This design comes from an exercise in tuning for small area, a short achievable clock period and few clock cycles on the open sky130 flow, not from production work. At most, simulation tests tie the RTL to the original design; equivalence was not proved. Power and IR drop assume default switching activity.

## P
==> flow/design.v <==
`default_nettype none
package ss_pkg;
	localparam int WAYS  = 3;   
	localparam int XLEN  = 16;
	localparam int PC_W  = 8;   
	localparam int REG_W = 3;
	localparam logic [3:0] OP_NOP  = 4'h0;
	localparam logic [3:0] OP_ADD  = 4'h1;
	localparam logic [3:0] OP_SUB  = 4'h2;
	localparam logic [3:0] OP_ADDI = 4'h3;
	localparam logic [3:0] OP_BNZ  = 4'h4;   
	localparam logic [3:0] OP_HALT = 4'h5;
endpackage
`default_nettype wire
`timescale 1ns/1ps
`default_nettype none
module reg_file (
	input  logic        clock,
	input  logic        reset,
	input  logic        wr_en,
	input  logic [2:0]  wr_rd,
	input  logic [15:0] wr_data,
	input  logic        wr_zero,
	input  logic [2:0]  rs1,
	input  logic [2:0]  rs2,
	output logic [15:0] rd1,
	output logic [15:0] rd2,
	output logic [7:0]  nz
);
	logic [16*8-1:0] regs;
	assign regs[15:0] = '0;
	always_ff @(posedge clock) begin
		for (int r = 1; r < 8; r++) begin
			if (!reset)
				regs[16*r +: 16] <= '0;
			else if (wr_en && wr_rd == 3'(r))
				regs[16*r +: 16] <= wr_data;
		end
	end
	assign rd1 = regs[16*rs1 +: 16];
	assign rd2 = regs[16*rs2 +: 16];
	assign nz[0] = 1'b0;
	always_ff @(posedge clock) begin
		for (int r = 1; r < 8; r++) begin
			if (!reset)
				nz[r] <= 1'b0;
			else if (wr_en && wr_rd == 3'(r))
				nz[r] <= !wr_zero;
		end
	end
endmodule
`default_nettype wire
`timescale 1ns/1ps
`default_nettype none
module fetch_unit (
	input  logic        clock,
	input  logic        reset,
	output logic [7:0]  imem_addr,
	input  logic [31:0] instr,       
	output logic [2:0]  rs1,         
	output logic [2:0]  rs2,
	input  logic [15:0] rd1,
	input  logic [15:0] rd2,
	input  logic [7:0]  reg_nz,      
	input  logic        x_wr,        
	input  logic [2:0]  x_rd,
	input  logic [15:0] x_sum,
	input  logic        x_zero,      
	input  logic        x_miss,      
	input  logic [7:0]  x_alt,       
	output logic [1:0]  d_valid,
	output logic [7:0]  d_pc,
	output logic [5:0]  d_rd,
	output logic        d_wr,
	output logic        d_alu,
	output logic        d_sub,
	output logic [1:0]  d_halt,
	output logic [15:0] d_a,
	output logic [15:0] d_b,
	output logic        d_pred       
);
	logic [7:0]  pc;
	logic        stopped;
	logic [5:0]  rd, rs1_w, rs2_w;
	logic [1:0]  is_alu, is_sub, is_addi, is_bnz, is_halt, wr, use1, use2;
	logic [31:0] imm;
	logic [15:0] target;
	logic [15:0] a, b;
	logic        fwd1, fwd2, pred;
	logic [1:0]  nz, taken, valid;
	assign imem_addr = pc;
	for (genvar w = 0; w < 2; w++) begin : g_dec
		decode_stage u_dec (
			.instr   (instr[16*w +: 16]),
			.rd      (rd[3*w +: 3]),
			.rs1     (rs1_w[3*w +: 3]),
			.rs2     (rs2_w[3*w +: 3]),
			.is_alu  (is_alu[w]),
			.is_sub  (is_sub[w]),
			.is_addi (is_addi[w]),
			.is_bnz  (is_bnz[w]),
			.is_halt (is_halt[w]),
			.wr      (wr[w]),
			.use1    (use1[w]),
			.use2    (use2[w]),
			.imm     (imm[16*w +: 16]),
			.target  (target[8*w +: 8])
		);
	end
	assign rs1  = rs1_w[2:0];
	assign rs2  = rs2_w[2:0];
	assign fwd1 = x_wr && x_rd == rs1;
	assign fwd2 = x_wr && x_rd == rs2;
	assign a    = fwd1 ? x_sum : rd1;
	assign b    = fwd2 ? x_sum : rd2;
	always_comb begin
		for (int w = 0; w < 2; w++)
			nz[w] = x_wr && x_rd == rs1_w[3*w +: 3] ? !x_zero : reg_nz[rs1_w[3*w +: 3]];
		pred     = is_bnz[1] && wr[0] && rd[2:0] == rs1_w[5:3];
		taken[0] = is_bnz[0] && nz[0];
		taken[1] = is_bnz[1] && (pred || nz[1]);
		valid[0] = !stopped;
		valid[1] = !stopped && !taken[0] && !is_halt[0] && !is_alu[1];
	end
	always_ff @(posedge clock) begin
		if (!reset) begin
			pc      <= '0;
			stopped <= 1'b0;
		end else if (x_miss) begin
			pc      <= x_alt;   
		end else if (!stopped) begin
			if (taken[0])
				pc <= target[7:0];
			else if (valid[1] && taken[1])
				pc <= target[15:8];
			else if (valid[1])
				pc <= pc + 8'd2;
			else
				pc <= pc + 8'd1;
			stopped <= is_halt[0] || (valid[1] && is_halt[1]);
		end
	end
	always_ff @(posedge clock) begin
		d_valid <= valid;
		d_pc    <= pc;
		d_rd    <= rd;
		d_wr    <= wr[0];
		d_alu   <= is_alu[0];
		d_sub   <= is_sub[0];
		d_halt  <= is_halt;
		d_a     <= is_sub[0] ? ~a : a;
		d_b     <= is_addi[0] ? imm[15:0] : b;
		d_pred  <= valid[1] && pred;
		if (!reset || x_miss) begin
			d_valid <= '0;
			d_pred  <= 1'b0;
		end
	end
endmodule
`default_nettype wire
`timescale 1ns/1ps
`default_nettype none
module decode_stage (
	input  logic [15:0] instr,
	output logic [2:0]  rd,
	output logic [2:0]  rs1,
	output logic [2:0]  rs2,
	output logic        is_alu,    
	output logic        is_sub,
	output logic        is_addi,
	output logic        is_bnz,
	output logic        is_halt,
	output logic        wr,        
	output logic        use1,      
	output logic        use2,      
	output logic [15:0] imm,       
	output logic [7:0]  target     
);
	logic [3:0] op;
	assign op      = instr[15:12];
	assign rd      = instr[11:9];
	assign rs1     = instr[8:6];
	assign rs2     = instr[5:3];
	assign is_alu  = op == ss_pkg::OP_ADD || op == ss_pkg::OP_SUB || op == ss_pkg::OP_ADDI;
	assign is_sub  = op == ss_pkg::OP_SUB;
	assign is_addi = op == ss_pkg::OP_ADDI;
	assign is_bnz  = op == ss_pkg::OP_BNZ;
	assign is_halt = op == ss_pkg::OP_HALT;
	assign wr      = is_alu && rd != 3'd0;
	assign use1    = (is_alu || is_bnz) && rs1 != 3'd0;
	assign use2    = (op == ss_pkg::OP_ADD || op == ss_pkg::OP_SUB) && rs2 != 3'd0;
	assign imm     = {{10{instr[5]}}, instr[5:0]};
	assign target  = {2'b00, instr[5:0]};
endmodule
`default_nettype wire
`timescale 1ns/1ps
`default_nettype none
module exec_stage (
	input  logic        d_sub,
	input  logic [15:0] d_a,
	input  logic [15:0] d_b,
	output logic [15:0] sum,
	output logic        zero
);
	ks_add16 u_add (
		.a   (d_a),
		.b   (d_b),
		.inv (d_sub),
		.s   (sum)
	);
	assign zero = (d_a ^ d_b) == (d_sub ? 16'hffff : {d_a[14:0] | d_b[14:0], 1'b0});
endmodule
module ks_add16 (
	input  logic [15:0] a,
	input  logic [15:0] b,
	input  logic        inv,
	output logic [15:0] s
);
	logic [15:0] p, g;
	logic [15:0] gl [5];
	logic [15:0] pl [5];
	always_comb begin
		p = a ^ b;
		g = a & b;
		gl[0] = g;
		pl[0] = p;
		for (int l = 0; l < 4; l++) begin
			for (int i = 0; i < 16; i++) begin
				if (i >= (1 << l)) begin
					gl[l+1][i] = gl[l][i] | (pl[l][i] & gl[l][i - (1 << l)]);
					pl[l+1][i] = pl[l][i] & pl[l][i - (1 << l)];
				end else begin
					gl[l+1][i] = gl[l][i];
					pl[l+1][i] = pl[l][i];
				end
			end
		end
		s = (p ^ {16{inv}}) ^ {gl[4][14:0], 1'b0};
	end
endmodule
`default_nettype wire
`timescale 1ns/1ps
`default_nettype none
module ss_pipeline (
	input  logic         clock,
	input  logic         reset,
	output logic [7:0]   imem_addr,
	input  logic [47:0]  imem_data,
	output logic [2:0]   commit_valid,
	output logic [23:0]  commit_pc,
	output logic [2:0]   commit_wr_en,
	output logic [8:0]   commit_rd,
	output logic [47:0]  commit_data,
	output logic [2:0]   commit_stop,
	output logic         halted
);
	logic [2:0]  rs1, rs2;
	logic [15:0] rd1, rd2;
	logic [7:0]  reg_nz;
	logic [1:0]  d_valid, d_halt;
	logic        d_wr, d_alu, d_sub, d_pred;
	logic [7:0]  d_pc;
	logic [5:0]  d_rd;
	logic [15:0] d_a, d_b;
	logic [15:0] sum;
	logic        zero;
	logic        x_wr, x_miss;
	logic [1:0]  c_valid, c_stop;
	logic        c_wr_en;
	logic [7:0]  c_pc;
	logic [5:0]  c_rd;
	logic [15:0] c_data;
	assign x_wr   = d_valid[0] && d_wr;
	assign x_miss = d_pred && zero;
	fetch_unit u_fetch (
		.clock     (clock),
		.reset     (reset),
		.imem_addr (imem_addr),
		.instr     (imem_data[31:0]),
		.rs1       (rs1),
		.rs2       (rs2),
		.rd1       (rd1),
		.rd2       (rd2),
		.reg_nz    (reg_nz),
		.x_wr      (x_wr),
		.x_rd      (d_rd[2:0]),
		.x_sum     (sum),
		.x_zero    (zero),
		.x_miss    (x_miss),
		.x_alt     (d_pc + 8'd2),
		.d_valid   (d_valid),
		.d_pc      (d_pc),
		.d_rd      (d_rd),
		.d_wr      (d_wr),
		.d_alu     (d_alu),
		.d_sub     (d_sub),
		.d_halt    (d_halt),
		.d_a       (d_a),
		.d_b       (d_b),
		.d_pred    (d_pred)
	);
	reg_file u_reg_file (
		.clock   (clock),
		.reset   (reset),
		.wr_en   (x_wr),
		.wr_rd   (d_rd[2:0]),
		.wr_data (sum),
		.wr_zero (zero),
		.rs1     (rs1),
		.rs2     (rs2),
		.rd1     (rd1),
		.rd2     (rd2),
		.nz      (reg_nz)
	);
	exec_stage u_exec (
		.d_sub (d_sub),
		.d_a   (d_a),
		.d_b   (d_b),
		.sum   (sum),
		.zero  (zero)
	);
	always_ff @(posedge clock) begin
		c_valid <= d_valid;
		c_pc    <= d_pc;
		c_wr_en <= d_alu;
		c_rd    <= d_rd;
		c_data  <= d_alu ? sum : 16'd0;
		c_stop  <= d_halt;
		if (!reset)
			c_valid <= '0;
	end
	assign commit_valid = {1'b0, c_valid};
	assign commit_pc    = {8'd0, c_pc + 8'd1, c_pc};
	assign commit_wr_en = {2'b00, c_wr_en};
	assign commit_rd    = {3'd0, c_rd};
	assign commit_data  = {32'd0, c_data};
	assign commit_stop  = {1'b0, c_stop};
	always_ff @(posedge clock) begin
		if (!reset)
			halted <= 1'b0;
		else if (|(c_valid & c_stop))
			halted <= 1'b1;   
	end
endmodule
`default_nettype wire
export LEC_CHECK = 0
export CAP_MARGIN = 20
export CORE_MARGIN = 2
export CORE_UTILIZATION = 40
export SETUP_SLACK_MARGIN = 3
export SLEW_MARGIN = 20
create_clock -name core_clock -period 6.0 [get_ports {clock}]
standard.sh (not shown) runs the stock make flow with config.mk's settings and CLKGATE_MAP_FILE= SYNTH_SCRIPT=/design/flow/synth_recipe.tcl, a recipe that flattens the netlist after the stock synthesis.
==> flow/flow/run.sh <==
#!/bin/bash
# The standard layout (standard synthesis, floorplan, placement, CTS,
# routing), except that the port buffers placed before global placement
# are sky130_fd_sc_hd__buf_2 rather than the flow's default choice (a
# clkdlybuf4s50 delay buffer), which is slow on the input and output
# paths. Make's full output goes to flow_make.log in this folder; ORFS
# keeps each step's log under orfs/logs.
set -euo pipefail
bash standard.sh "BUFFER_PORTS_ARGS=-buffer_cell sky130_fd_sc_hd__buf_2" finish > flow_make.log 2>&1
Testbench counts of P, summed over its fixed seeds: cycles 7,372.
#### Input delta (Q over P)
-- flow/design.v --
<<< P, line 65
	input  logic        x_wr,        
	input  logic [2:0]  x_rd,
	input  logic [15:0] x_sum,
	input  logic        x_zero,      
	input  logic        x_miss,      
>>> Q, line 65
	input  logic        x_wr,        
	input  logic [2:0]  x_rd,
	input  logic        x_zero,      
	input  logic        x_miss,      
<<< P, line 72
	output logic [7:0]  d_pc,
	output logic [5:0]  d_rd,
	output logic        d_wr,
	output logic        d_alu,
	output logic        d_sub,
>>> Q, line 71
	output logic [7:0]  d_pc,
	output logic [5:0]  d_rd,
	output logic        d_alu,
	output logic        d_sub,
<<< P, line 78
	output logic [15:0] d_a,
	output logic [15:0] d_b,
	output logic        d_pred       
);
>>> Q, line 76
	output logic [15:0] d_a,
	output logic [15:0] d_b,
	output logic        d_fa,        
	output logic        d_fb,        
	output logic        d_pred       
);
<<< P, line 112
	assign fwd1 = x_wr && x_rd == rs1;
	assign fwd2 = x_wr && x_rd == rs2;
	assign a    = fwd1 ? x_sum : rd1;
	assign b    = fwd2 ? x_sum : rd2;
	always_comb begin
		for (int w = 0; w < 2; w++)
>>> Q, line 112
	assign fwd1 = x_wr && x_rd == rs1;
	assign fwd2 = x_wr && x_rd == rs2;
	assign a    = rd1;
	assign b    = rd2;
	always_comb begin
		for (int w = 0; w < 2; w++)
<<< P, line 145
		d_pc    <= pc;
		d_rd    <= rd;
		d_wr    <= wr[0];
		d_alu   <= is_alu[0];
		d_sub   <= is_sub[0];
>>> Q, line 145
		d_pc    <= pc;
		d_rd    <= rd;
		d_alu   <= is_alu[0];
		d_sub   <= is_sub[0];
<<< P, line 151
		d_a     <= is_sub[0] ? ~a : a;
		d_b     <= is_addi[0] ? imm[15:0] : b;
		d_pred  <= valid[1] && pred;
		if (!reset || x_miss) begin
>>> Q, line 150
		d_a     <= is_sub[0] ? ~a : a;
		d_b     <= is_addi[0] ? imm[15:0] : b;
		d_fa    <= fwd1;
		d_fb    <= fwd2 && !is_addi[0];
		d_pred  <= valid[1] && pred;
		if (!reset || x_miss) begin
<<< P, line 200
	input  logic [15:0] d_a,
	input  logic [15:0] d_b,
	output logic [15:0] sum,
	output logic        zero
);
	ks_add16 u_add (
		.a   (d_a),
		.b   (d_b),
		.inv (d_sub),
		.s   (sum)
	);
	assign zero = (d_a ^ d_b) == (d_sub ? 16'hffff : {d_a[14:0] | d_b[14:0], 1'b0});
endmodule
module ks_add16 (
>>> Q, line 201
	input  logic [15:0] d_a,
	input  logic [15:0] d_b,
	input  logic        d_fa,
	input  logic        d_fb,
	input  logic [15:0] last,        
	output logic [15:0] sum,
	output logic        zero
);
	logic [15:0] x, y;
	assign x = d_fa ? (d_sub ? ~last : last) : d_a;
	assign y = d_fb ? last : d_b;
	ks_add16 u_add (
		.a   (x),
		.b   (y),
		.inv (d_sub),
		.s   (sum)
	);
	assign zero = (x ^ y) == (d_sub ? 16'hffff : {x[14:0] | y[14:0], 1'b0});
endmodule
module ks_add16 (
<<< P, line 259
	logic [7:0]  reg_nz;
	logic [1:0]  d_valid, d_halt;
	logic        d_wr, d_alu, d_sub, d_pred;
	logic [7:0]  d_pc;
	logic [5:0]  d_rd;
	logic [15:0] d_a, d_b;
	logic [15:0] sum;
	logic        zero;
>>> Q, line 266
	logic [7:0]  reg_nz;
	logic [1:0]  d_valid, d_halt;
	logic        d_alu, d_sub, d_pred;
	logic [7:0]  d_pc;
	logic [5:0]  d_rd;
	logic [15:0] d_a, d_b;
	logic        d_fa, d_fb;
	logic [15:0] sum;
	logic        zero;
<<< P, line 271
	logic [5:0]  c_rd;
	logic [15:0] c_data;
	assign x_wr   = d_valid[0] && d_wr;
	assign x_miss = d_pred && zero;
	fetch_unit u_fetch (
>>> Q, line 279
	logic [5:0]  c_rd;
	logic [15:0] c_data;
	assign x_wr   = d_valid[0] && d_alu && d_rd[2:0] != 3'd0;
	assign x_miss = d_pred && zero;
	fetch_unit u_fetch (
<<< P, line 285
		.x_wr      (x_wr),
		.x_rd      (d_rd[2:0]),
		.x_sum     (sum),
		.x_zero    (zero),
		.x_miss    (x_miss),
>>> Q, line 293
		.x_wr      (x_wr),
		.x_rd      (d_rd[2:0]),
		.x_zero    (zero),
		.x_miss    (x_miss),
<<< P, line 292
		.d_pc      (d_pc),
		.d_rd      (d_rd),
		.d_wr      (d_wr),
		.d_alu     (d_alu),
		.d_sub     (d_sub),
>>> Q, line 299
		.d_pc      (d_pc),
		.d_rd      (d_rd),
		.d_alu     (d_alu),
		.d_sub     (d_sub),
<<< P, line 298
		.d_a       (d_a),
		.d_b       (d_b),
		.d_pred    (d_pred)
	);
>>> Q, line 304
		.d_a       (d_a),
		.d_b       (d_b),
		.d_fa      (d_fa),
		.d_fb      (d_fb),
		.d_pred    (d_pred)
	);
<<< P, line 317
		.d_a   (d_a),
		.d_b   (d_b),
		.sum   (sum),
		.zero  (zero)
>>> Q, line 325
		.d_a   (d_a),
		.d_b   (d_b),
		.d_fa  (d_fa),
		.d_fb  (d_fb),
		.last  (c_data),
		.sum   (sum),
		.zero  (zero)
Results
Switching share of power (lower): Q. P → Q: global-route usage now larger, routed length on met3 shows an increase of about 30%, synthesized-area fraction occupied by and/or/nand/nor cells went down. Critical setup path kind = reg -> out: P; critical setup path kind = reg -> reg: Q. Q — share of power burned in combinational logic 1.9 points lower, P as reference. Placed cell count: lower on P. P -> Q: row count delta 0, exact match. Measured against each other, Q and P differ in sequential portion of the cell area, the higher figure coming from P. Re post-route fraction of the period consumed by the critical path: P was lower than Q. Going from P to Q, synthesized area grew slightly. When Q is set beside P, its die area turns out to be about 1.4% larger.
The RTL of Q was laid out without a check of its function.

## what the ideal ports hide
The results above use ideal ports. As a check the final layouts listed here were re-extracted and re-timed, cells and wires unchanged. Step 1 (the two cells are an assumption about what drives the block):
set clk [get_ports {clock}]
set_driving_cell -lib_cell sky130_fd_sc_hd__clkbuf_16 $clk
set_driving_cell -lib_cell sky130_fd_sc_hd__buf_2 [delete_from_list [all_inputs] $clk]
Step 2 adds t to the input delays and takes it off the output delays; t is the mean of the earliest and latest rising clock arrival at the registers after step 1. Input paths then give back, and output paths get back, about the clock's delay inside the block. a / b / c = no drivers / after step 1 / after step 2; a / b = the first two.
| run | t, ns | setup slack, ns | worst setup path at the end | slew at the worst register clock pin (ns) | cell pins on the clock port's net |
|---|---|---|---|---|---|
| P | 0.570 | 3.058 / 3.011 / 2.518 | input to register | 0.06 / 0.06 | 1 |
| Q | 0.570 | 2.292 / 2.292 / 1.881 | input to register | 0.07 / 0.07 | 1 |
After both steps every run listed still meets setup and hold. The setup slack of P, which loses most, moves by -0.047 ns with the drivers and by -0.540 ns with both steps.
